Background: an optimization exercise with open tools, aiming at small area. Do not read the settings as production practice.
Function not checked in this run: the RTL went through the layout flow alone.
Power is estimated from default activity; no workload was simulated.

<file path="flow/design.v">
`timescale 1ns/1ps
package periph_pkg;
   localparam int DATA_W    = 32;
   localparam int ADR_W     = 16;
   localparam int REG_IDX_W = 4;
   localparam int IDX_LSB   = 2;
   localparam int SLV_LSB   = 6;
   localparam int SLV_W     = 3;
   localparam int GPIO_W       = 32;
   localparam int PWM_CHANNELS = 3;
   localparam int PWM_W        = 16;
   localparam int IRQ_SRC_W    = 1 + PWM_CHANNELS;
   localparam logic [SLV_W-1:0] SLV_GPIO = 3'd0;
   localparam logic [SLV_W-1:0] SLV_IRQ  = 3'd1;
   localparam logic [SLV_W-1:0] SLV_PWM0 = 3'd2;
   localparam logic [SLV_W-1:0] SLV_PWM1 = 3'd3;
   localparam logic [SLV_W-1:0] SLV_PWM2 = 3'd4;
   localparam logic [REG_IDX_W-1:0] GPIO_IN      = 4'd0;
   localparam logic [REG_IDX_W-1:0] GPIO_OUT     = 4'd1;
   localparam logic [REG_IDX_W-1:0] GPIO_OE      = 4'd2;
   localparam logic [REG_IDX_W-1:0] GPIO_RISE_EN = 4'd3;
   localparam logic [REG_IDX_W-1:0] PWM_CTRL = 4'd0;
   localparam logic [REG_IDX_W-1:0] PWM_HRC  = 4'd1;
   localparam logic [REG_IDX_W-1:0] PWM_LRC  = 4'd2;
   localparam logic [REG_IDX_W-1:0] PWM_CNT  = 4'd3;
   localparam logic [REG_IDX_W-1:0] IRQ_PENDING = 4'd0;
   localparam logic [REG_IDX_W-1:0] IRQ_ENABLE  = 4'd1;
endpackage
`timescale 1ns/1ps
module periph_bus_ctrl (
   input  logic                                                  i_clk,
   input  logic                                                  i_rst,
   input  logic [periph_pkg::ADR_W-1:0]                          i_wb_adr,
   input  logic [periph_pkg::DATA_W-1:0]                         i_wb_dat,
   input  logic                                                  i_wb_we,
   input  logic                                                  i_wb_cyc,
   input  logic                                                  i_wb_stb,
   output logic [periph_pkg::DATA_W-1:0]                         o_wb_rdt,
   output logic                                                  o_wb_ack,
   output logic                                                  o_wb_err,
   input  logic [periph_pkg::DATA_W-1:0]                         i_gpio_rdt,
   input  logic [periph_pkg::DATA_W-1:0]                         i_irq_rdt,
   input  logic [periph_pkg::PWM_CHANNELS-1:0][periph_pkg::DATA_W-1:0] i_pwm_rdt,
   output logic [periph_pkg::REG_IDX_W-1:0]                      o_r_idx,
   output logic [periph_pkg::DATA_W-1:0]                         o_w_dat,
   output logic                                                  o_gpio_we,
   output logic                                                  o_irq_we,
   output logic [periph_pkg::PWM_CHANNELS-1:0]                   o_pwm_we
);
   logic [periph_pkg::SLV_W-1:0]    slv;
   logic                mapped;
   logic                req;
   logic                wr_req;
   logic [periph_pkg::DATA_W-1:0]   rdt_mux;
   assign slv     = i_wb_adr[periph_pkg::SLV_LSB +: periph_pkg::SLV_W];
   assign o_r_idx = i_wb_adr[periph_pkg::IDX_LSB +: periph_pkg::REG_IDX_W];
   assign o_w_dat = i_wb_dat;
   assign req    = i_wb_cyc & i_wb_stb & ~o_wb_ack & ~o_wb_err;
   assign wr_req = req & mapped & i_wb_we;
   always_comb begin
      mapped  = 1'b1;
      rdt_mux = '0;
      case (slv)
         periph_pkg::SLV_GPIO: rdt_mux = i_gpio_rdt;
         periph_pkg::SLV_IRQ:  rdt_mux = i_irq_rdt;
         periph_pkg::SLV_PWM0: rdt_mux = i_pwm_rdt[0];
         periph_pkg::SLV_PWM1: rdt_mux = i_pwm_rdt[1];
         periph_pkg::SLV_PWM2: rdt_mux = i_pwm_rdt[2];
         default:  mapped = 1'b0;
      endcase
      if (i_wb_adr[periph_pkg::ADR_W-1:periph_pkg::SLV_LSB+periph_pkg::SLV_W] != '0)
         mapped = 1'b0;
   end
   always_ff @(posedge i_clk) begin
      if (i_rst) begin
         o_wb_ack  <= 1'b0;
         o_wb_err  <= 1'b0;
         o_gpio_we <= 1'b0;
         o_irq_we  <= 1'b0;
         o_pwm_we  <= '0;
      end else begin
         o_wb_ack  <= req & mapped;
         o_wb_err  <= req & ~mapped;
         o_gpio_we <= wr_req & (slv == periph_pkg::SLV_GPIO);
         o_irq_we  <= wr_req & (slv == periph_pkg::SLV_IRQ);
         o_pwm_we  <= {wr_req & (slv == periph_pkg::SLV_PWM2),
                       wr_req & (slv == periph_pkg::SLV_PWM1),
                       wr_req & (slv == periph_pkg::SLV_PWM0)};
      end
   end
   always_ff @(posedge i_clk) begin
      if (i_rst)
         o_wb_rdt <= '0;
      else if (req & mapped)
         o_wb_rdt <= rdt_mux;
   end
endmodule
`timescale 1ns/1ps
module gpio_port (
   input  logic                             i_clk,
   input  logic                             i_rst,
   input  logic [periph_pkg::REG_IDX_W-1:0] i_r_idx,
   input  logic [periph_pkg::DATA_W-1:0]    i_w_dat,
   input  logic                             i_we,
   input  logic [periph_pkg::GPIO_W-1:0]    i_gpio,
   output logic [periph_pkg::DATA_W-1:0]    o_rdt,
   output logic [periph_pkg::GPIO_W-1:0]    o_gpio,
   output logic [periph_pkg::GPIO_W-1:0]    o_gpio_oe,
   output logic                             o_edge
);
   logic [periph_pkg::GPIO_W-1:0] rise_en;
   logic [periph_pkg::GPIO_W-1:0] sync_q1;
   logic [periph_pkg::GPIO_W-1:0] sync_q2;
   logic [periph_pkg::GPIO_W-1:0] in_prev;
   always_comb begin
      case (i_r_idx)
         periph_pkg::GPIO_IN:      o_rdt = periph_pkg::DATA_W'(sync_q2);
         periph_pkg::GPIO_OUT:     o_rdt = periph_pkg::DATA_W'(o_gpio);
         periph_pkg::GPIO_OE:      o_rdt = periph_pkg::DATA_W'(o_gpio_oe);
         periph_pkg::GPIO_RISE_EN: o_rdt = periph_pkg::DATA_W'(rise_en);
         default:      o_rdt = '0;
      endcase
   end
   always_ff @(posedge i_clk) begin
      if (i_rst) begin
         o_gpio    <= '0;
         o_gpio_oe <= '0;
         rise_en   <= '0;
      end else if (i_we) begin
         case (i_r_idx)
            periph_pkg::GPIO_OUT:     o_gpio    <= i_w_dat[periph_pkg::GPIO_W-1:0];
            periph_pkg::GPIO_OE:      o_gpio_oe <= i_w_dat[periph_pkg::GPIO_W-1:0];
            periph_pkg::GPIO_RISE_EN: rise_en   <= i_w_dat[periph_pkg::GPIO_W-1:0];
            default:      ;
         endcase
      end
   end
   always_ff @(posedge i_clk) begin
      if (i_rst) begin
         sync_q1 <= '0;
         sync_q2 <= '0;
         in_prev <= '0;
         o_edge  <= 1'b0;
      end else begin
         sync_q1 <= i_gpio;
         sync_q2 <= sync_q1;
         in_prev <= sync_q2;
         o_edge  <= |(sync_q2 & ~in_prev & rise_en);
      end
   end
endmodule
`timescale 1ns/1ps
module pwm_timer (
   input  logic                             i_clk,
   input  logic                             i_rst,
   input  logic [periph_pkg::REG_IDX_W-1:0] i_r_idx,
   input  logic [periph_pkg::DATA_W-1:0]    i_w_dat,
   input  logic                             i_we,
   output logic [periph_pkg::DATA_W-1:0]    o_rdt,
   output logic                             o_pwm,
   output logic                             o_wrap
);
   logic              ctrl_en;
   logic [periph_pkg::PWM_W-1:0]  hrc;
   logic [periph_pkg::PWM_W-1:0]  lrc;
   logic [periph_pkg::PWM_W-1:0]  cnt;
   logic              run;
   logic              last_cnt;
   assign run      = ctrl_en && (lrc != '0);
   assign last_cnt = (cnt >= lrc - periph_pkg::PWM_W'(1));
   assign o_pwm = ctrl_en && (cnt < hrc);
   always_comb begin
      case (i_r_idx)
         periph_pkg::PWM_CTRL: o_rdt = periph_pkg::DATA_W'(ctrl_en);
         periph_pkg::PWM_HRC:  o_rdt = periph_pkg::DATA_W'(hrc);
         periph_pkg::PWM_LRC:  o_rdt = periph_pkg::DATA_W'(lrc);
         periph_pkg::PWM_CNT:  o_rdt = periph_pkg::DATA_W'(cnt);
         default:  o_rdt = '0;
      endcase
   end
   always_ff @(posedge i_clk) begin
      if (i_rst) begin
         ctrl_en <= 1'b0;
         hrc     <= '0;
         lrc     <= '0;
      end else if (i_we) begin
         case (i_r_idx)
            periph_pkg::PWM_CTRL: ctrl_en <= i_w_dat[0];
            periph_pkg::PWM_HRC:  hrc     <= i_w_dat[periph_pkg::PWM_W-1:0];
            periph_pkg::PWM_LRC:  lrc     <= i_w_dat[periph_pkg::PWM_W-1:0];
            default:  ;
         endcase
      end
   end
   always_ff @(posedge i_clk) begin
      if (i_rst) begin
         cnt    <= '0;
         o_wrap <= 1'b0;
      end else begin
         o_wrap <= run && last_cnt;
         if (!run || last_cnt)
            cnt <= '0;
         else
            cnt <= cnt + periph_pkg::PWM_W'(1);
      end
   end
endmodule
`timescale 1ns/1ps
module irq_ctrl (
   input  logic                             i_clk,
   input  logic                             i_rst,
   input  logic [periph_pkg::REG_IDX_W-1:0] i_r_idx,
   input  logic [periph_pkg::DATA_W-1:0]    i_w_dat,
   input  logic                             i_we,
   input  logic [periph_pkg::IRQ_SRC_W-1:0] i_src,
   output logic [periph_pkg::DATA_W-1:0]    o_rdt,
   output logic                             o_irq
);
   logic [periph_pkg::IRQ_SRC_W-1:0] pending;
   logic [periph_pkg::IRQ_SRC_W-1:0] enable;
   logic [periph_pkg::IRQ_SRC_W-1:0] pending_nxt;
   logic [periph_pkg::IRQ_SRC_W-1:0] enable_nxt;
   logic [periph_pkg::IRQ_SRC_W-1:0] clr;
   always_comb begin
      case (i_r_idx)
         periph_pkg::IRQ_PENDING: o_rdt = periph_pkg::DATA_W'(pending);
         periph_pkg::IRQ_ENABLE:  o_rdt = periph_pkg::DATA_W'(enable);
         default:     o_rdt = '0;
      endcase
   end
   always_comb begin
      clr        = '0;
      enable_nxt = enable;
      if (i_we) begin
         case (i_r_idx)
            periph_pkg::IRQ_PENDING: clr        = i_w_dat[periph_pkg::IRQ_SRC_W-1:0];
            periph_pkg::IRQ_ENABLE:  enable_nxt = i_w_dat[periph_pkg::IRQ_SRC_W-1:0];
            default:     ;
         endcase
      end
      pending_nxt = (pending & ~clr) | i_src;
   end
   always_ff @(posedge i_clk) begin
      if (i_rst) begin
         pending <= '0;
         enable  <= '0;
         o_irq   <= 1'b0;
      end else begin
         pending <= pending_nxt;
         enable  <= enable_nxt;
         o_irq   <= |(pending_nxt & enable_nxt);
      end
   end
endmodule
`timescale 1ns/1ps
module periph_top (
   input  logic                                i_clk,
   input  logic                                i_rst,
   input  logic [periph_pkg::ADR_W-1:0]        i_wb_adr,
   input  logic [periph_pkg::DATA_W-1:0]       i_wb_dat,
   input  logic                                i_wb_we,
   input  logic                                i_wb_cyc,
   input  logic                                i_wb_stb,
   output logic [periph_pkg::DATA_W-1:0]       o_wb_rdt,
   output logic                                o_wb_ack,
   output logic                                o_wb_err,
   input  logic [periph_pkg::GPIO_W-1:0]       i_gpio,
   output logic [periph_pkg::GPIO_W-1:0]       o_gpio,
   output logic [periph_pkg::GPIO_W-1:0]       o_gpio_oe,
   output logic [periph_pkg::PWM_CHANNELS-1:0] o_pwm,
   output logic                                o_irq
);
   logic [periph_pkg::REG_IDX_W-1:0]                   r_idx;
   logic [periph_pkg::DATA_W-1:0]                      w_dat;
   logic                                   gpio_we;
   logic                                   irq_we;
   logic [periph_pkg::PWM_CHANNELS-1:0]                pwm_we;
   logic [periph_pkg::DATA_W-1:0]                      gpio_rdt;
   logic [periph_pkg::DATA_W-1:0]                      irq_rdt;
   logic [periph_pkg::PWM_CHANNELS-1:0][periph_pkg::DATA_W-1:0]    pwm_rdt;
   logic                                   gpio_edge;
   logic [periph_pkg::PWM_CHANNELS-1:0]                pwm_wrap;
   periph_bus_ctrl u_bus_ctrl (
      .i_clk      (i_clk),
      .i_rst      (i_rst),
      .i_wb_adr   (i_wb_adr),
      .i_wb_dat   (i_wb_dat),
      .i_wb_we    (i_wb_we),
      .i_wb_cyc   (i_wb_cyc),
      .i_wb_stb   (i_wb_stb),
      .o_wb_rdt   (o_wb_rdt),
      .o_wb_ack   (o_wb_ack),
      .o_wb_err   (o_wb_err),
      .i_gpio_rdt (gpio_rdt),
      .i_irq_rdt  (irq_rdt),
      .i_pwm_rdt  (pwm_rdt),
      .o_r_idx    (r_idx),
      .o_w_dat    (w_dat),
      .o_gpio_we  (gpio_we),
      .o_irq_we   (irq_we),
      .o_pwm_we   (pwm_we)
   );
   gpio_port u_gpio (
      .i_clk     (i_clk),
      .i_rst     (i_rst),
      .i_r_idx   (r_idx),
      .i_w_dat   (w_dat),
      .i_we      (gpio_we),
      .i_gpio    (i_gpio),
      .o_rdt     (gpio_rdt),
      .o_gpio    (o_gpio),
      .o_gpio_oe (o_gpio_oe),
      .o_edge    (gpio_edge)
   );
   for (genvar ch = 0; ch < periph_pkg::PWM_CHANNELS; ch++) begin : g_pwm
      pwm_timer u_pwm (
         .i_clk   (i_clk),
         .i_rst   (i_rst),
         .i_r_idx (r_idx),
         .i_w_dat (w_dat),
         .i_we    (pwm_we[ch]),
         .o_rdt   (pwm_rdt[ch]),
         .o_pwm   (o_pwm[ch]),
         .o_wrap  (pwm_wrap[ch])
      );
   end
   irq_ctrl u_irq (
      .i_clk   (i_clk),
      .i_rst   (i_rst),
      .i_r_idx (r_idx),
      .i_w_dat (w_dat),
      .i_we    (irq_we),
      .i_src   ({pwm_wrap, gpio_edge}),
      .o_rdt   (irq_rdt),
      .o_irq   (o_irq)
   );
endmodule
</file>
<file path="flow/run.sh">
#!/bin/bash
# synth_recipe.tcl (not shown) runs the flow's synth.tcl, then flattens the netlist and writes it again
# the make line also repeats each setting of config.mk as NAME=value (left out here)
make -C /OpenROAD-flow-scripts/flow DESIGN_CONFIG=/design/flow/config.mk WORK_HOME=/design/flow/orfs CLKGATE_MAP_FILE= SYNTH_SCRIPT=/design/flow/synth_recipe.tcl finish
</file>
<file path="flow/config.mk">
export PLATFORM = sky130hd
export DESIGN_NAME = periph_top
export DESIGN_NICKNAME = periph_top
export VERILOG_FILES = /design/flow/design.v
export SDC_FILE = /design/flow/constraint.sdc
export NUM_CORES = 4
export LEC_CHECK = 0
export CAP_MARGIN = 20
export CORE_MARGIN = 2
export CORE_UTILIZATION = 40
export SLEW_MARGIN = 20
</file>
<file path="flow/constraint.sdc">
create_clock -name core_clock -period 5.0 [get_ports {i_clk}]
set_input_delay 1.0000 -clock core_clock [delete_from_list [all_inputs] [get_ports {i_clk}]]
set_output_delay 1.0000 -clock core_clock [all_outputs]
set_load 0.01 [all_outputs]
</file>
==> summary.txt <==
power by group:
group | internal [uW] | leakage, uW | switching, uW | total, uW
clock | 1740 | 0.000679 | 1350 | 3080
sequential | 3150 | 0.00316 | 18.1 | 3160
combinational | 104 | 0.00416 | 169 | 273
kinds of logic after synthesis:
| family | Yosys count |
|---|---|
| simple gates | 898 |
| fa+ha+maj | 99 |
| buf+inv | 224 |
| mux | 88 |
| flops | 391 |
| compound gates | 434 |
| xor+xnor | 84 |
through the flow:
step	instance area, um2	hold slack (ns)	util [%]	worst slack, ns
CTS	22200	0.438	48.0	1.05
detailed placement	20900	0.423	45.0	1.28
finish	22300	0.434	48.0	1.07
floorplan	18700	0.414	-	1.74
global route	22300	0.451	48.0	0.932
global placement	20900	0.418	45.0	1.34
worst reg2reg max path, cell delays in order, from the launching register on:
cell and delay (ns):
dfxtp_1 0.37, or4_4 0.58, or4_2 0.61, nor3_1 0.20
xnor2_1 0.10, ha_1 0.29, o21ai_0 0.11, a221oi_1 0.30
a311o_1 0.62, nor3_1 0.15
worst paths after layout:
check,startpoint,end,slack [ns],cells past startpoint
hold reg to reg,u_gpio.sync_q1[21],u_gpio.sync_q2[21],0.43,1
setup / recovery,g_pwm[0].u_pwm.cnt[5],o_pwm[0],1.07,7
setup reg to reg,g_pwm[0].u_pwm.lrc[5],g_pwm[0].u_pwm.cnt[11],1.51,9
hold / removal,u_gpio.sync_q1[21],u_gpio.sync_q2[21],0.43,1
sequential cells by signal (all words and copies together) (netlist names), 4 cells and up:
name	flops
u_irq.pending	4
u_gpio.o_gpio	32
u_gpio.in_prev	32
u_gpio.sync_q2	32
u_gpio.sync_q1	32
u_bus_ctrl.o_wb_rdt	32
g_pwm.u_pwm.cnt	48
g_pwm.u_pwm.hrc	48
u_gpio.rise_en	32
g_pwm.u_pwm.lrc	48
u_gpio.o_gpio_oe	32
u_irq.enable	4
cell type report:
type                       count  area share (%)
clock inverter                18           0.646
tap                          607            3.41
timing repair buffer         207            9.12
sequential                   391            35.2
clock buffer                  60            5.53
multi-input combinational   1603            45.0
inverter                      69            1.16
synthesized netlist by cell type (all sizes together), types with 3 or more instances:
master,n
nand2b,5
nor4,12
a221oi,6
mux2i,6
nor2,121
o21ai,21
a211oi,18
nand4,19
and2,7
o221ai,3
o21a,3
nor3,62
a21oi,225
nor4b,3
inv,68
nand2,429
nand4b,3
or4,11
a31oi,8
clkbuf,128
nor3b,6
dfxtp,391
or3,4
a22oi,73
o22ai,36
and3,11
mux2,61
mux4,21
and4,10
a2111oi,12
xnor2,54
nor2b,104
ha,99
nand3,86
xor2,30
a21o,18
buf,27
layer usage:
| layer | vias up | global-route usage (%) | wire length (um) |
|---|---|---|---|
| met2 | 540 | 39.6 | 28200 |
| met3 | 98 | 5.87 | 4740 |
| met5 | - | 0 | 0 |
| li1 | 7865 | - | - |
| met1 | 7875 | 33.4 | 26700 |
| met4 | 0 | 8.03 | 1870 |
==> summary.txt <==
Top FF cell, synth dfxtp_1; initial antenna violation count 1; Mapped Avg Cell Area 8.43 um2; # resized after CTS 0; LEAKAGE 0.00800 uW; largest family of logic cells by synthesized area simple AND/OR/NAND/NOR gates; mux cell area share after synthesis 6.53%; EDFF count, synth 0; status finished clean; DP Wirelength 42.3 mm; IO buf count 184; Worst EP required 4.00 ns; # IOs 187; Tot GR Track Use 24.9%; Post-Syn Nets 2402; CP top delay family compound AO/OA/AOI/OAI gates; drt first pass iters 7; Arr. time, crit path 2.93 ns; placed cells 2876; drt total wl 61.5 mm; final worst-path cycle share 78.5%; die area 48500 um2; Max-Cap Viols 0; vias per cell 5.54; nets 2499; CP endpoint kind primary output; htree depth 2; PD cells 293 nW/um2; Final Hold Fails 0; Max Slew Vio Count 0; Synth Area in Simple Gates 22.2%; Fmax 255 MHz; Skew-Pair Late Insertion Delay 0.58 ns; Tot Pwr 6520 uW; clk_skew 0.0193 ns; CTS Root Cell clkbuf_16; Filler cells 4382; slowest stage delay, CP 0.61 ns; post-route ant nets 0; # hold bufs at CTS 0; Synth area leader dfxtp_1; Seq. cell area 7830 um2; fraction of registers with async set/reset 0%; post-CTS setup buffers 0; crit-path cells ha_1 -> a21o_1 -> a21o_1 -> a21oi_1 -> o221ai_1 -> a31oi_1 -> clkdlybuf4s50_1; CP Launch Type flop; Starting Density 40.3%; Synth Area in Adders 6.63%; most frequent cells in the layout 429 x nand2_1, 391 x dfxtp_1, 224 x a21oi_1; row count 79; Yosys top cell area share 41.9%; die extent in y 220 um; total grt overflow 0; Clock Sinks 391; area delta synth->final 19.1%; top cells by area, synth dfxtp_1 42%, nand2_1 8.6%, ha_1 6.6%; Synth Area in XOR/XNOR 3.94%; first-pass GRT wire length 92.8 mm; CTS tree yes; die width 220 um; synth warn 4; Setup violations, final 0; vias in the first global route 15525; RSZ-0062 raised after global routing false; Crit-path slowest cell clkdlybuf4s50_1; CTS Buffer Depth 3; synthesized cell area 18700 um2; slew margin rel. 38.5%; GPL Wtd Cong 0.893; crit-path most repeated cell a21o_1; WL/cell 20.8 um; VDD IR max 259 uV; ANT cells 0; Netlist cell types 59; largest net degree at the start of global routing 111; Compound-Gate Fraction of Synth Area 14.1%; CP Class flop to primary output; Yosys reg bits 391; setup TNS 0 ns; commonest non-fill, non-tap cell in the layout nand2_1; Cell Count, Final, Fillers Out 2955; total CTS buffers 43; Hold WC Path Type flop to flop; floorplan core area 46400 um2; sequential area share after synthesis 41.9%; WP buf/inv 1; share of cells above drive strength 1 8.05%; Post-Syn Instances 2218; DRC violations left 0; clock-pin slew on the worst setup and hold paths 0.06 ns; critical-path maximum fanout 7; area occupied by multi-input gates 10000 um2; initial drt markers 1466; Final min period 3.93 ns; DR vias 16378; worst-margin pin slew 0.920 ns

## port drivers added, routing unchanged
In the flow no input, the clock included, has a driving cell. The finished layout below was timed again as built, in two steps.
Step 1: set_driving_cell puts a clkbuf_16 on i_clk and a buf_2 on each other input, an assumption about the parent block.
Step 2 times the ports against the registers' clock, not the clock port: input delays grow and output delays shrink by t, the midpoint of the rising clock arrivals with the driver on.
a / b / c = no drivers / after step 1 / after step 2; a / b = the first two.
shift t [ns]: 0.627
slack for setup (ns): 1.074 / 1.017 / 1.224
slew at the worst register clock pin (ns): 0.07 / 0.07
After both steps setup and hold are still met in this run. The setup slack of this run moves by -0.057 ns with the drivers and by +0.150 ns with both steps.
